This design comes from an exercise in tuning for a short achievable clock period and few clock cycles on the open sky130 flow, not from production work.
Only simulation tests tie the RTL to the original design; equivalence was not proved.
Power figures rest on the tool's default switching activity, not on a simulated workload.

===== design/flow/config.mk =====
export PLATFORM = sky130hd
export DESIGN_NAME = cpu
export DESIGN_NICKNAME = cpu
export VERILOG_FILES = /design/flow/design.v
export SDC_FILE = /design/flow/constraint.sdc
export NUM_CORES = 4
export LEC_CHECK = 0
export ABC_CLOCK_PERIOD_IN_PS = 3000
export CAP_MARGIN = 20
export CORE_MARGIN = 2
export CORE_UTILIZATION = 40
export SETUP_SLACK_MARGIN = 5
export SLEW_MARGIN = 20

===== design/flow/constraint.sdc =====
create_clock -name core_clock -period 9.0 [get_ports {clk}]
set_input_delay 1.8000 -clock core_clock [delete_from_list [all_inputs] [get_ports {clk}]]
set_output_delay 1.8000 -clock core_clock [all_outputs]
set_load 0.01 [all_outputs]

===== design/flow/design.v =====
`timescale 1ns/1ps
module cpu (
	input  logic                 clk,
	input  logic                 rst_n,
	output logic [16-1:0] pc,
	input  logic [16-1:0] instr,
	output logic                 hlt,
	output logic                 dmem_valid,
	output logic                 dmem_write,
	output logic [16-1:0] dmem_addr,
	output logic [16-1:0] dmem_wdata,
	input  logic                 dmem_ready,
	input  logic [16-1:0] dmem_rdata
);
	logic [15:1] f_pc;
	logic        btb_v;
	logic [15:1] btb_pc;
	logic [15:1] btb_tgt;
	logic        d_v;
	logic [15:1] d_pc;
	logic [15:0] d_ins;
	logic        d_pred;
	logic [15:1] d_ptgt;
	logic        e_v;
	logic        e_add, e_sub, e_xor, e_sll, e_lw, e_sw, e_lhb, e_llb, e_hlt, e_br;
	logic        e_setf;
	logic        e_wr;
	logic [3:0]  e_rd;
	logic [15:0] e_opa, e_opb;
	logic        e_sma, e_swa, e_smb, e_swb;
	logic [7:0]  e_imm;
	logic [2:0]  e_cond;
	logic        e_bpred;
	logic [15:1] e_alt;
	logic        fz, fn, fv;
	logic        m_mem, m_write, m_lw, m_wr;
	logic [3:0]  m_rd;
	logic [15:0] m_res;
	logic [15:1] m_addr;
	logic [15:0] m_wdata;
	logic        w_we;
	logic [3:0]  w_rd;
	logic [15:0] w_data;
	logic        halted;
	logic        hlt_q;
	logic [15:0] regs [1:15];
	logic stall;
	assign stall      = m_mem & ~dmem_ready;
	assign dmem_valid = m_mem;
	assign dmem_write = m_write;
	assign dmem_addr  = {m_addr, 1'b0};
	assign dmem_wdata = m_wdata;
	assign hlt        = hlt_q;
	assign pc         = {f_pc, 1'b0};
	function automatic logic cond_eval(input logic [2:0] c, input logic z, input logic n,
		input logic v);
		case (c)
			3'd0:    cond_eval = ~z;
			3'd1:    cond_eval = z;
			3'd2:    cond_eval = ~z & ~n;
			3'd3:    cond_eval = n;
			3'd4:    cond_eval = z | ~n;
			3'd5:    cond_eval = z | n;
			3'd6:    cond_eval = v;
			default: cond_eval = 1'b1;
		endcase
	endfunction
	logic e_taken;
	logic e_redirect;
	assign e_taken    = cond_eval(e_cond, fz, fn, fv);
	assign e_redirect = e_v & e_br & (e_taken != e_bpred);
	logic [3:0] d_op, d_rd, d_rs, d_rt;
	assign d_op = d_ins[15:12];
	assign d_rd = d_ins[11:8];
	assign d_rs = d_ins[7:4];
	assign d_rt = d_ins[3:0];
	logic dk_add, dk_sub, dk_xor, dk_sll, dk_lw, dk_sw, dk_lhb, dk_llb, dk_b, dk_hlt;
	assign dk_add = (d_op == 4'h0);
	assign dk_sub = (d_op == 4'h1);
	assign dk_xor = (d_op == 4'h2);
	assign dk_sll = (d_op == 4'h4);
	assign dk_lw  = (d_op == 4'h8);
	assign dk_sw  = (d_op == 4'h9);
	assign dk_lhb = (d_op == 4'hA);
	assign dk_llb = (d_op == 4'hB);
	assign dk_b   = (d_op == 4'hC);
	assign dk_hlt = (d_op == 4'hF);
	logic       d_writes, d_use_a, d_use_b;
	logic [3:0] d_src_a, d_src_b;
	assign d_writes = (dk_add | dk_sub | dk_xor | dk_sll | dk_lw | dk_lhb | dk_llb) & (d_rd != 4'd0);
	assign d_use_a  = dk_add | dk_sub | dk_xor | dk_sll | dk_lw | dk_sw | dk_lhb | dk_llb;
	assign d_use_b  = dk_add | dk_sub | dk_xor | dk_sw;
	assign d_src_a  = (dk_lhb | dk_llb) ? d_rd : d_rs;
	assign d_src_b  = dk_sw ? d_rd : d_rt;
	logic d_hold;
	assign d_hold = d_v & e_v & e_lw & e_wr &
		((d_use_a & (d_src_a == e_rd)) | (d_use_b & (d_src_b == e_rd)));
	logic d_go;
	assign d_go = d_v & ~e_redirect & ~d_hold & ~halted;
	logic [15:0] rf_a, rf_b, rd_a, rd_b;
	assign rf_a = (d_src_a == 4'd0) ? 16'h0000 : regs[d_src_a];
	assign rf_b = (d_src_b == 4'd0) ? 16'h0000 : regs[d_src_b];
	assign rd_a = (w_we && w_rd == d_src_a) ? w_data : rf_a;
	assign rd_b = (w_we && w_rd == d_src_b) ? w_data : rf_b;
	logic sma, swa, smb, swb;
	assign sma = e_v & e_wr & (e_rd == d_src_a);
	assign swa = ~sma & m_wr & (m_rd == d_src_a);
	assign smb = e_v & e_wr & (e_rd == d_src_b);
	assign swb = ~smb & m_wr & (m_rd == d_src_b);
	logic [8:0]  d_off;
	logic [15:1] d_seq, d_tgt;
	logic        d_isbr, d_back, d_known, d_taken, d_dir, d_bad_tgt, d_redirect;
	logic [15:1] d_rpc;
	assign d_off   = d_ins[8:0];
	assign d_seq   = d_pc + 15'd1;
	assign d_tgt   = d_pc + 15'd1 + {{6{d_off[8]}}, d_off};
	assign d_isbr  = dk_b & (d_off != 9'd0);
	assign d_back  = d_off[8];
	assign d_known = ~(e_v & e_setf);
	assign d_taken = cond_eval(d_ins[11:9], fz, fn, fv);
	assign d_dir   = d_isbr & (d_known ? d_taken : d_back);
	assign d_bad_tgt  = d_pred & d_dir & (d_ptgt != d_tgt);
	assign d_redirect = d_go & ((d_dir != d_pred) | d_bad_tgt);
	assign d_rpc      = d_dir ? d_tgt : d_seq;
	logic        f_hit;
	logic [15:1] f_next;
	assign f_hit  = btb_v & (btb_pc == f_pc);
	assign f_next = f_hit ? btb_tgt : f_pc + 15'd1;
	always_ff @(posedge clk) begin
		if (!rst_n) begin
			f_pc <= '0;
		end else if (!stall) begin
			if (e_redirect) begin
				f_pc <= e_alt;
			end else if (halted | d_hold) begin
				f_pc <= f_pc;
			end else if (d_redirect) begin
				f_pc <= d_rpc;
			end else begin
				f_pc <= f_next;
			end
		end
	end
	always_ff @(posedge clk) begin
		if (!rst_n) begin
			d_v <= 1'b0;
		end else if (!stall) begin
			if (e_redirect | halted | d_redirect) begin
				d_v <= 1'b0;
			end else if (!d_hold) begin
				d_v    <= 1'b1;
				d_pc   <= f_pc;
				d_ins  <= instr;
				d_pred <= f_hit;
				d_ptgt <= btb_tgt;
			end
		end
	end
	always_ff @(posedge clk) begin
		if (!rst_n) begin
			btb_v <= 1'b0;
		end else if (!stall && d_go && d_isbr && d_back && d_dir) begin
			btb_v   <= 1'b1;
			btb_pc  <= d_pc;
			btb_tgt <= d_tgt;
		end
	end
	always_ff @(posedge clk) begin
		if (!rst_n) begin
			e_v    <= 1'b0;
			e_wr   <= 1'b0;
			halted <= 1'b0;
		end else if (!stall) begin
			e_v    <= d_go & (dk_add | dk_sub | dk_xor | dk_sll | dk_lw | dk_sw | dk_lhb |
				dk_llb | dk_hlt | (d_isbr & ~d_known));
			e_wr   <= d_go & d_writes;
			e_setf <= dk_add | dk_sub | dk_xor | dk_sll;
			e_add  <= dk_add;
			e_sub  <= dk_sub;
			e_xor  <= dk_xor;
			e_sll  <= dk_sll;
			e_lw   <= dk_lw;
			e_sw   <= dk_sw;
			e_lhb  <= dk_lhb;
			e_llb  <= dk_llb;
			e_hlt  <= dk_hlt;
			e_br   <= d_isbr & ~d_known;
			e_rd   <= d_rd;
			e_opa  <= rd_a;
			e_opb  <= rd_b;
			e_sma  <= sma;
			e_swa  <= swa;
			e_smb  <= smb;
			e_swb  <= swb;
			e_imm  <= d_ins[7:0];
			e_cond <= d_ins[11:9];
			e_bpred <= d_back;
			e_alt  <= d_back ? d_seq : d_tgt;
			if (d_go & dk_hlt) begin
				halted <= 1'b1;
			end
		end
	end
	logic [15:0] a, b;
	assign a = e_sma ? m_res : e_swa ? w_data : e_opa;
	assign b = e_smb ? m_res : e_swb ? w_data : e_opb;
	logic [15:0] sum, diff, sat;
	logic        add_ovf, sub_ovf;
	assign sum     = a + b;
	assign diff    = a - b;
	assign add_ovf = (a[15] == b[15]) & (sum[15] != a[15]);
	assign sub_ovf = (a[15] != b[15]) & (diff[15] != a[15]);
	assign sat     = {a[15], {15{~a[15]}}};
	logic [15:0] add_res, sub_res, xor_res, sll_res, lhb_res, llb_res, res;
	assign add_res = add_ovf ? sat : sum;
	assign sub_res = sub_ovf ? sat : diff;
	assign xor_res = a ^ b;
	assign sll_res = a << e_imm[3:0];
	assign lhb_res = {e_imm, a[7:0]};
	assign llb_res = {a[15:8], e_imm};
	assign res = ({16{e_add}} & add_res) | ({16{e_sub}} & sub_res) | ({16{e_xor}} & xor_res) |
		({16{e_sll}} & sll_res) | ({16{e_lhb}} & lhb_res) | ({16{e_llb}} & llb_res);
	logic [15:1] addr;
	assign addr = a[15:1] + {{11{e_imm[3]}}, e_imm[3:0]};
	logic [15:0] axb;
	logic [15:0] zk;
	logic        add_z, eq_z, sll_z;
	assign axb   = a ^ b;
	assign zk    = {a[14:0] | b[14:0], 1'b0};
	assign add_z = (axb == zk) & ~(a[15] & b[15]);
	assign eq_z  = (axb == 16'h0000);
	assign sll_z = (sll_res == 16'h0000);
	logic nz, nn, nv;
	always_comb begin
		nz = fz;
		nn = fn;
		nv = fv;
		if (e_add) begin
			nz = add_z;
			nn = add_res[15];
			nv = add_ovf;
		end
		if (e_sub) begin
			nz = eq_z;
			nn = sub_res[15];
			nv = sub_ovf;
		end
		if (e_xor) begin
			nz = eq_z;
		end
		if (e_sll) begin
			nz = sll_z;
		end
	end
	always_ff @(posedge clk) begin
		if (!rst_n) begin
			fz <= 1'b0;
			fn <= 1'b0;
			fv <= 1'b0;
		end else if (!stall && e_v && e_setf) begin
			fz <= nz;
			fn <= nn;
			fv <= nv;
		end
	end
	always_ff @(posedge clk) begin
		if (!rst_n) begin
			m_mem   <= 1'b0;
			m_wr    <= 1'b0;
			hlt_q   <= 1'b0;
		end else if (!stall) begin
			m_mem   <= e_v & (e_lw | e_sw);
			m_write <= e_sw;
			m_lw    <= e_lw;
			m_wr    <= e_v & e_wr;
			m_rd    <= e_rd;
			m_res   <= res;
			m_addr  <= addr;
			m_wdata <= b;
			if (e_v & e_hlt) begin
				hlt_q <= 1'b1;
			end
		end
	end
	always_ff @(posedge clk) begin
		if (!rst_n) begin
			w_we <= 1'b0;
		end else if (!stall) begin
			w_we   <= m_wr;
			w_rd   <= m_rd;
			w_data <= m_lw ? dmem_rdata : m_res;
		end
	end
	always_ff @(posedge clk) begin
		if (!rst_n) begin
			for (int i = 1; i < 16; i++) begin
				regs[i] <= '0;
			end
		end else if (w_we && w_rd != 4'd0) begin
			regs[w_rd] <= w_data;
		end
	end
endmodule

===== design/flow/run.sh =====
#!/bin/bash
# synth_recipe.tcl (not shown) runs the flow's synth.tcl, then flattens the netlist and writes it again
# the make line also repeats each setting of config.mk as NAME=value (left out here)
make -C /OpenROAD-flow-scripts/flow DESIGN_CONFIG=/design/flow/config.mk WORK_HOME=/design/flow/orfs CLKGATE_MAP_FILE= SYNTH_SCRIPT=/design/flow/synth_recipe.tcl finish

==> summary.txt <==
Area inside the core boundary - 73200 µm²
Clk pwr share - 30.1%
Count of yosys warnings during synthesis - 1
Top-area cell type share of the netlist area - 48.5%
Global-route total usage across every layer - 23.9%
Count of input and output buffers - 83
Starting DRC count in detailed routing - 2630
Compound-cell area share of the yosys netlist - 12.5%
Total global routing overflow - 0
Total iterations of the first detailed-routing run - 8
Remaining antenna violation count after routing - 0
# rows - 99
Hold Buf Count CTS - 0
Pins over their slew limit - 0
Via count of the first global-routing pass - 23300
Path type of the worst min-delay path - reg2reg
Ratio of routed vias to standard cells - 6.13
Pin count of the biggest net entering global routing - 87
# setup viols final - 0
Final #Nets - 2901
Die Area - 76500 µm²
CP startpoint - e_swa$_DFFE_PP_
Fraction of power spent switching nets - 32.7%
Avg WL per Cell - 24.9 µm
Worst endpoint data arrival time - 5.06 ns
Met3 usage - 3.35%
Share of power burned in registers - 40.0%
Combinational fraction of design power - 29.9%
Number of sinks driven by the clock tree - 507
Leakage power figure - 0.0123 µW
Worst-case clock skew - 0.0509 ns
Async set-reset flop share out of synthesis - 0%
Wire length of the first global-routing pass - 142000 µm
Share of synthesized area spent on multiplexers - 9.94%
Synthesized-area fraction occupied by xor and xnor cells - 4.38%
Vias post-DR - 23200
Final core utilization - 48.3%
Primary FF master, synth - sky130_fd_sc_hd__edfxtp_1
Status - no timing/DRC/antenna violations
Initial standard-cell utilization of the core - 40.6%
Start point of the worst min-delay path - btb_tgt[8]$_DFFE_PP_
Post-synth cell types - 84
Post-Syn Area per Cell - 11.0 µm²
Total DRC errors in the routed layout - 0
Signed area change from the synthesized netlist to the final layout - 18.9%
Net Switching - 2410 µW
Placer Congestion - 0.924
Number of violations of the max-capacitance limit - 0
Power per unit of standard cell area - 208 nW/µm²
Final hold violation count - 0
Post-synthesis simple-gate area fraction - 14.4%
Met2 layer usage reported by global route - 41.0%
Worst endpoint required time - 9.37 ns
Fraction of final layout cells with drive strength greater than 1 - 17.8%
Global route hottest layer - met2
CTS tree - built
Summed instance area of the synthesized netlist - 29700 µm²
Startpoint type of the worst setup path - register
Post-Route Hold Slack - 0.434 ns
Slew margin rel. - 30.5%
Share of the cycle needed by the critical path after routing - 52.1%
Half-perimeter wire length of the detailed placement result - 58200 µm
Clock input transition at the sequential cells of the worst setup and hold paths - 0.07 ns
Total wirelength of the detailed-routed design - 94300 µm
Cell at the root of the clock tree - sky130_fd_sc_hd__clkbuf_16
Most common cell on crit path - sky130_fd_sc_hd__a21o_1
Category of the critical setup timing path - reg2reg
Buf+Inv Stages, Crit Path - 3
Series of cell instances along the critical path - buf_12, mux2_4, mux2i_4, buf_6, ha_4, a21o_1, a21oi_2, o21bai_1, a21o_1, a41oi_2, o21ai_2, o41ai_2, nor2_1, o21ai_1, nand2b_2, fa_2, buf_4, nand2_1, o22ai_1, a222oi_1, o211ai_1
Post-synthesis cell type with the largest combined area - sky130_fd_sc_hd__edfxtp_1
Number of flops mapped to enable cells by yosys - 480
Main combinational cell family by area after synthesis - simple AND/OR/NAND/NOR gates
IO Count - 86
Sequential share of the synthesized area - 50.3%
Critical-path top delay cell - sky130_fd_sc_hd__fa_2
Number of antenna violations at the first check in global routing - 0
Number of diodes added for antenna fixing - 0
Vertical extent of the die - 277 µm
Setup TNS - 0 ns
Fmax - 213 MHz
Delay contributed by the slowest stage of the critical path - 0.56 ns
Top fanout value on the critical path - 5
Setup repair after global routing missed its margin - yes
Flop and latch count out of synthesis - 507
Internal - 4960 µW
Peak supply drop - 0.149 mV
Top delay family on crit path - compound AO/OA/AOI/OAI gates
Met1 demand-to-capacity share in global routing - 30.3%
Slew @ Worst Pin - 1.04 ns
Final min period - 4.69 ns
Clock latency at the later pin of the worst-skew pair - 0.64 ns
Post-Synth Adder-Cell Area - 3.88%
Startpoint of the most critical register-to-register path - e_swa$_DFFE_PP_
Endpoint type of the worst setup path - register
Area of placed instances - 31500 µm²
Top post-synthesis cells by area - sky130_fd_sc_hd__edfxtp_1, sky130_fd_sc_hd__mux4_2, sky130_fd_sc_hd__nor3_1
Layout Cell Area excl Fill - 35400 µm²
Number of CTS-inserted buffers - 55
Number of buffers on the longest clock path - 3
Number of H-tree branching levels - 2
Horiz. Die Dim - 277 µm
Cells after synthesis - 2705
worst paths after layout:
check	end	slack, ns	depth (start not counted)
worst max-delay path	m_res[0]$_DFFE_PP_	4.31	21
worst min-delay path	d_ptgt[8]$_DFFE_PP_	0.43	0
worst max register to register	m_res[0]$_DFFE_PP_	4.31	21
worst min register to register	d_ptgt[8]$_DFFE_PP_	0.43	0
flip-flops by register name, summed over array words and instances, names as in the netlist, 16 cells and up:
name     flops
regs       256
w_data      16
e_opb       16
e_opa       16
m_wdata     16
d_ins       16
m_res       16
what timing repair did:
item / in CTS / in global routing
pin swaps: 57 / 34
setup buffers: 83 / 19
gates cloned: 10 / 3
endpoints found under the setup margin: 247 / 186
resized for setup: 155 / 63
power groups by stage:
stage | Clock, µW | Combinational, µW | Sequential (µW)
floorplan | 0 | 1280 | 2940
global placement | 0 | 1810 | 2990
detailed placement | 0 | 1820 | 3000
CTS | 2260 | 2080 | 2940
global route | 2340 | 2340 | 2960
finish | 2220 | 2200 | 2940
through the flow:
| step | setup slack [ns] | power (µW) | cells |
|---|---|---|---|
| after floorplan | 4.27 | 4220 | 2722 |
| after global placement | 3.16 | 4800 | 3566 |
| after detailed placement | 3.01 | 4810 | 3566 |
| after CTS | 4.33 | 7280 | 3760 |
| after global routing | 4.04 | 7640 | 3782 |
| final | 4.31 | 7360 | 3782 |
final cells by class:
type	count	area [µm²]
well taps	959	1200
clock buffers	72	1440
clock inverters	29	279
flip-flops and latches	507	15000
fillers	6449	37900
inverters	98	370
repair buffers	239	2420
multi-input cells	1878	14700
Yosys cell counts, types with 15 or more instances:
cell / n
sky130_fd_sc_hd__edfxtp_1: 480
sky130_fd_sc_hd__nand2_1: 270
sky130_fd_sc_hd__nor3_1: 229
sky130_fd_sc_hd__clkbuf_1: 201
sky130_fd_sc_hd__nor2_1: 120
sky130_fd_sc_hd__o21ai_0: 115
sky130_fd_sc_hd__xnor2_1: 115
sky130_fd_sc_hd__inv_1: 96
sky130_fd_sc_hd__a21oi_1: 89
sky130_fd_sc_hd__mux2i_1: 88
sky130_fd_sc_hd__a211oi_1: 87
sky130_fd_sc_hd__ha_1: 81
sky130_fd_sc_hd__mux4_2: 77
sky130_fd_sc_hd__and2_1: 71
sky130_fd_sc_hd__nor4_1: 64
sky130_fd_sc_hd__nand3_1: 42
sky130_fd_sc_hd__a31oi_1: 41
sky130_fd_sc_hd__a311oi_1: 34
sky130_fd_sc_hd__xor2_1: 31
sky130_fd_sc_hd__mux2_2: 28
sky130_fd_sc_hd__nand4_1: 28
sky130_fd_sc_hd__dfxtp_1: 27
sky130_fd_sc_hd__buf_1: 22
sky130_fd_sc_hd__o21a_1: 22
sky130_fd_sc_hd__a211o_1: 17
sky130_fd_sc_hd__buf_2: 17
sky130_fd_sc_hd__a32o_1: 16
sky130_fd_sc_hd__a222oi_1: 15
metal layers:
metal | vias up | wire length [µm]
li1 | 10400 | -
met1 | 11500 | 36900
met2 | 1052 | 46600
met3 | 224 | 6810
met4 | 0 | 4010
met5 | - | 0
logic make-up (layout without fill, tap and decap cells):
group	count (synthesis)	after routing
AOI/OAI and AO/OA	538	542
muxes	195	195
DFF	507	507
other	1	18
buffers and inverters	344	438
and+or+nand+nor	884	887
xor gates and xnor gates	147	147
adders and majority gates	89	89
cell usage in the layout, fill, tap and decap left out, types with 27 or more instances in the layout:
| cell type | count |
|---|---|
| sky130_fd_sc_hd__o21ai_1 | 39 |
| sky130_fd_sc_hd__buf_4 | 107 |
| sky130_fd_sc_hd__mux2i_1 | 78 |
| sky130_fd_sc_hd__and2_1 | 69 |
| sky130_fd_sc_hd__mux4_2 | 77 |
| sky130_fd_sc_hd__clkbuf_16 | 56 |
| sky130_fd_sc_hd__edfxtp_1 | 480 |
| sky130_fd_sc_hd__nand3_1 | 40 |
| sky130_fd_sc_hd__xnor2_1 | 102 |
| sky130_fd_sc_hd__a211oi_1 | 86 |
| sky130_fd_sc_hd__a31oi_1 | 40 |
| sky130_fd_sc_hd__nor3_1 | 222 |
| sky130_fd_sc_hd__nor2_1 | 113 |
| sky130_fd_sc_hd__inv_1 | 88 |
| sky130_fd_sc_hd__clkdlybuf4s50_1 | 82 |
| sky130_fd_sc_hd__nor4_1 | 61 |
| sky130_fd_sc_hd__dfxtp_1 | 27 |
| sky130_fd_sc_hd__o21ai_0 | 66 |
| sky130_fd_sc_hd__nand2_1 | 265 |
| sky130_fd_sc_hd__a311oi_1 | 33 |
| sky130_fd_sc_hd__a21oi_1 | 76 |
| sky130_fd_sc_hd__ha_1 | 61 |
| sky130_fd_sc_hd__nand4_1 | 28 |
Testbench counts, summed over its fixed seeds: cycles 31,189.

-- re-timing with driven ports --
The flow's constraints put no driver on any port. The routed layout listed below was extracted and timed again, unchanged, in two steps.
Step 1 assumes that a clkbuf_16 drives the clock port and a buf_2 every other input.
Step 2 times the ports against the registers' clock, not the clock port: input delays grow and output delays shrink by t, the midpoint of the rising clock arrivals with the driver on.
Three values: ideal ports, drivers, drivers and shift; two values: the first two.
t (ns): 0.681
slack for setup (ns): 4.308 / 4.308 / 4.308
latest minus earliest clock arrival (ns): 0.052 / 0.052
worst slew at a driven data input, ns: 0.04
After both steps setup and hold are still met in this run. For this run, drivers alone change the setup slack by 0.000 ns; drivers and shift together by 0.000 ns.
